What follows belongs to an exercise in optimizing a design on an open flow for small area, a short achievable clock period and few clock cycles per item; a production flow would make more cautious choices.
The RTL was checked by simulation tests, not by an equivalence proof against the original design.
No activity file was given, so power comes from the tool's default toggle rates.

==> flow/design.v, too long to show whole: its modules and the start of the top module <==
// module goertzel_multi: 2181 lines
module goertzel_multi #(
  parameter int NUM_BINS     = 4,
  parameter int LOG2_SAMPLES = 9,
  parameter int D_W          = 16,
  parameter int S_W          = 8,
  parameter int FRAC         = 14
) (
  input  logic                    dsp_clk,
  input  logic                    rst_n,
  input  logic                    start,
  input  logic                    coef_wr,
  input  logic [2:0]              coef_idx,
  input  logic [D_W-1:0]          coef_val,
  output logic [LOG2_SAMPLES-1:0] sample_address,
  input  logic [S_W-1:0]          sample_data_in,
  output logic                    busy,
  output logic                    mag_valid,
  input  logic                    mag_ready,
  output logic [2:0]              mag_bin,
  output logic [D_W-1:0]          mag_data,
  output logic                    frame_done
);
  // ...
==> flow/run.sh <==
#!/bin/bash
# synth_recipe.tcl (not shown) runs the flow's synth.tcl, then flattens the netlist and writes it again
# the make line also repeats each setting of config.mk as NAME=value (left out here)
make -C /OpenROAD-flow-scripts/flow DESIGN_CONFIG=/design/flow/config.mk WORK_HOME=/design/flow/orfs CLKGATE_MAP_FILE= SYNTH_SCRIPT=/design/flow/synth_recipe.tcl finish
==> flow/config.mk <==
export PLATFORM = sky130hd
export DESIGN_NAME = goertzel_multi
export DESIGN_NICKNAME = goertzel_multi
export VERILOG_FILES = /design/flow/design.v
export SDC_FILE = /design/flow/constraint.sdc
export NUM_CORES = 4
export LEC_CHECK = 0
export ABC_AREA = 1
export CAP_MARGIN = 20
export CORE_MARGIN = 2
export CORE_UTILIZATION = 65
export PLACE_DENSITY = 0.75
export SLEW_MARGIN = 20
==> flow/constraint.sdc <==
create_clock -name core_clock -period 13.0 [get_ports {dsp_clk}]
set_input_delay 2.6000 -clock core_clock [delete_from_list [all_inputs] [get_ports {dsp_clk}]]
set_output_delay 2.6000 -clock core_clock [all_outputs]
set_load 0.01 [all_outputs]
==> flow_metrics.tcl, run 1 <==
set metrics [dict create \
    outcome "complete, no violations" \
    nMultiInputCombCells 2904 \
    gr-total-overflow 0 \
    synth_top_family_by_area "adder cells" \
    synth_cells 4316 \
    worstMarginPinSlew_ns 1.064 \
    timing.final.hold_violations 0 \
    core_area_um2 55090 \
    seq_cells 522 \
    wl_met2_mm 44.10 \
    worstReg2RegStart "r1_0[0]$_DFF_P_" \
    synth_edf_count 140 \
    synthMuxAreaShare 0.0006211 \
    fin_area_um2 38940 \
    synthFlopType "dfxtp_1" \
    ys_ff_latch 522 \
    period_minus_slack_ns 4.808 \
    mostFrequentLayoutCell "nand2_1" \
    antenna_cells 0 \
    clk_share 0.04637 \
    cp_max_fo 20 \
    synth.cell_area_um2 36260 \
    largest_register_ffs 64 \
    pwr-share-comb 0.505 \
    synthDistinctLibCells 56 \
    seq-power_uw 2440 \
    yosysWarnings 2 \
    synth_most_common_cell "nand2_1" \
    synth_xor_xnor_area_share 0.09492 \
    hp-class "reg -> reg" \
    drive_gt1_frac 0.04360 \
    timing.fmax_ghz 0.2080 \
    wl_per_cell_um 20.99 \
    multi_input_area_share 0.5387 \
    dominant_cells "multi-input combinational cells" \
    multi_input_area_um2 20970 \
    start_kind "register" \
]
Testbench counts, summed over its fixed seeds: cycles 24,912, frames 24.
==> run 2, diff against run 1 <==
--- a/flow/config.mk
+++ b/flow/config.mk
@@ -9,5 +9,4 @@
 export CAP_MARGIN = 20
 export CORE_MARGIN = 2
-export CORE_UTILIZATION = 65
-export PLACE_DENSITY = 0.75
+export CORE_UTILIZATION = 40
 export SLEW_MARGIN = 20
==> flow_metrics.tcl, run 2 <==
set metrics [dict create \
    synth.yosys.seq_area_share 0.3268 \
    antenna_cells 0 \
    ys_async_sr_fraction 0 \
    slowest_stage "nand2_1" \
    crit_path_frequent_cell "nand2_1" \
    max_cap_viol_count 0 \
    leakage_uw 0.01827 \
    synth_area_leaders "dfxtp_1, fa_1, edfxtp_1" \
    die_h_um 305.1 \
    drtIter0Drc 3104 \
    largest_register_ffs 64 \
    yosysWarnings 2 \
    drv_slew 0 \
    syn_to_final_growth_pct 9.271 \
    worstMarginPinSlew_ns 1.084 \
    rr_worst_depth 15 \
    synthFlopType "dfxtp_1" \
    antenna_found_initial 1 \
    r2r_end "zlo_1[7]$_DFFE_PP_" \
    dr_total_vias 29207 \
    endpoint "cf[0][2]$_SDFFCE_PN0P_" \
    period_minus_slack_ns 4.793 \
    crit_type "in -> reg" \
    synth_fp_nets 4777 \
    synth_cells 4316 \
    mostFrequentLayoutCell "nand2_1" \
    die_area_um2 93080 \
    dr.pass1.iters 6 \
    synth.cell_area_um2 36260 \
    insertion_delay_ns 0.64 \
    slew_headroom 0.2769 \
    synth_top_area_frac 0.2109 \
    setup_tns_ns 0 \
    io_buffers 61 \
    place_congestion 0.9275 \
    grt_usage 0.2362 \
    outcome "complete, no violations" \
    timing.final.hold_violations 0 \
    yosysTopAreaCell "dfxtp_1" \
    cpPeakStageDelay_ns 0.74 \
    hp-class "reg -> reg" \
    fin_crit_sh 0.3687 \
    timing.fmax_ghz 0.2086 \
    grt_pass1_wl_mm 170.3 \
    rsz0062_at_grt "false" \
    cp.arrival_ns 5.03 \
    path_cells "clkdlybuf4s50_1, nand2_1, nor3_1, nand3_1, nand2_1" \
    numClockSinks 522 \
    wl_per_cell_um 20.18 \
    synth_most_common_cell "nand2_1" \
    antenna_left 0 \
    gr-total-overflow 0 \
    grt_pass1_vias 28335 \
    worstReg2RegStart "r1_1[0]$_DFF_P_" \
    die_w_um 305.1 \
    p_per_area_nw_per_um2 205.4 \
    post_cts_buffers 0 \
    worstSetupEndpointType "register" \
    core_area_um2 89870 \
    layout.nets 4733 \
    top_register "cf" \
    mostFrequentLayoutCells "nand2_1, inv_1, dfxtp_1, xor2_1" \
    htree_num_levels 2 \
    worstHoldPathCells 0 \
    cp_data_required_time_ns 13.24 \
    pre_cts_ws_ns 7.573 \
    finalWirelength_mm 110.8 \
    synthDistinctLibCells 56 \
    clk_pin_slew_worst_paths_ns 0.06 \
    numCtsBuffers 56 \
    place_hpwl_mm 83.20 \
    start_kind "input pin" \
    grt_max_degree 60 \
    tritoncts "built" \
    avgSynthCellArea_um2 8.402 \
    crit_start "rst_n" \
    cts_buffer_depth 3 \
    drc 0 \
    synth_edf_count 140 \
    ios 63 \
    synthTopCellsByCount "nand2_1, inv_1, dfxtp_1" \
    fp-row-count 110 \
    ir_worst_vdd_uv 135.3 \
    finalSetupViolCount 0 \
    cts_resized 0 \
    cp_max_fo 17 \
    r2r_slack_ns 8.89 \
    ys_ff_latch 522 \
    setup_ws_ns 8.207 \
    via_per_inst 5.316 \
    skew_ns 0.04182 \
    initial_core_util 0.4035 \
    cts_hold_buf 0 \
    drive_gt1_frac 0.04724 \
    cts_root_buf "clkbuf_16" \
]
## run 2: cell counts after synthesis
Identical to the previous run, type by type.
## run 2: worst min path at each step
stage                          start          endpoint  slack, ns
floorplan               ex_1$_DFF_P_     r1s_1$_DFF_P_       0.33
global placement    q1_0[16]$_DFF_P_  q2_0[16]$_DFF_P_       0.35
detailed placement  q1_1[17]$_DFF_P_  q2_1[17]$_DFF_P_       0.36
CTS                 q1_0[16]$_DFF_P_  q2_0[16]$_DFF_P_       0.36
global route        q1_0[16]$_DFF_P_  q2_0[16]$_DFF_P_       0.37
finish              q1_0[16]$_DFF_P_  q2_0[16]$_DFF_P_       0.36
## run 2: cell families (layout without fill, tap and decap cells)
logic type      count (synthesis)  in the layout  share of synthesized area
compound gates                724            724                     0.1204
mux                             2              2                  0.0006210
simple gates                 1355           1355                     0.1600
xor+xnor                      393            393                    0.09492
fa+ha+maj                     429            429                     0.2023
flops                         522            522                     0.3268
buf+inv                       890            892                    0.09488
other cells                     1              1                  0.0001034
## run 2: area by class of cell
| class | count | area [um^2] |
|---|---|---|
| Clock inverter | 32 | 320.3 |
| Timing Repair Buffer | 80 | 760.7 |
| Fill cell | 8933 | 50250 |
| Tap cell | 1176 | 1471 |
| Multi-Input combinational cell | 2904 | 20970 |
| Clock buffer | 72 | 1584 |
| Sequential cell | 522 | 11860 |
| Inverter | 708 | 2660 |
## run 2: per-layer routing
metal	GRT usage	vias to the layer above	share of wire
li1	-	13881	-
met1	0.3500	13916	0.46
met2	0.3648	1267	0.44
met3	0.03310	143	0.085
met4	0.05031	0	0.020
met5	0	-	0
## run 2: critical path, delay by kind of cell
| kind | cells | cell delay [ns] |
|---|---|---|
| AND/OR/NAND/NOR | 4 | 1.82 |
| buffers and inverters | 1 | 0.61 |
## run 2: where the power goes
part	internal, uW	switching, uW	total [uW]	leakage, uW
Sequential	2100	337	2430	0.00452
Combinational	1240	2820	4060	0.0128
Clock	944	704	1650	0.000930
## run 2: per-stage QoR
step	instances	area (um^2)	hold WS (ns)	power (uW)	util
floorplan	4316	36260	0.3290	5083	-
global placement	5389	37710	0.3491	6373	0.4195
detailed placement	5389	37710	0.3568	6422	0.4195
CTS	5493	39610	0.3601	8090	0.4407
global route	5494	39630	0.3654	8706	0.4409
finish	5494	39630	0.3619	8139	0.4409

==> static timing again, ports no longer ideal <==
How much do the figures lean on ideal ports? The routed layouts below were timed once more, with nothing changed but the port constraints. Step 1 sets driving cells, clkbuf_16 on the clock port and buf_2 on the other inputs (assumed; they add their load-dependent delay and slew). Step 2 times the ports against the registers' clock, not the clock port: input delays grow and output delays shrink by t, the midpoint of the rising clock arrivals with the driver on. Slacks: ideal / step 1 / step 2; pairs: ideal / step 1.
run	t, ns	setup WS [ns]	worst setup path at the end
run 1	0.693	8.192 / 8.129 / 7.671	input to register
run 2	0.693	8.207 / 8.251 / 7.558	input to register
After both steps setup and hold are still met in every run listed. For run 2, which loses most, drivers alone change the setup slack by +0.044 ns; drivers and shift together by -0.649 ns.
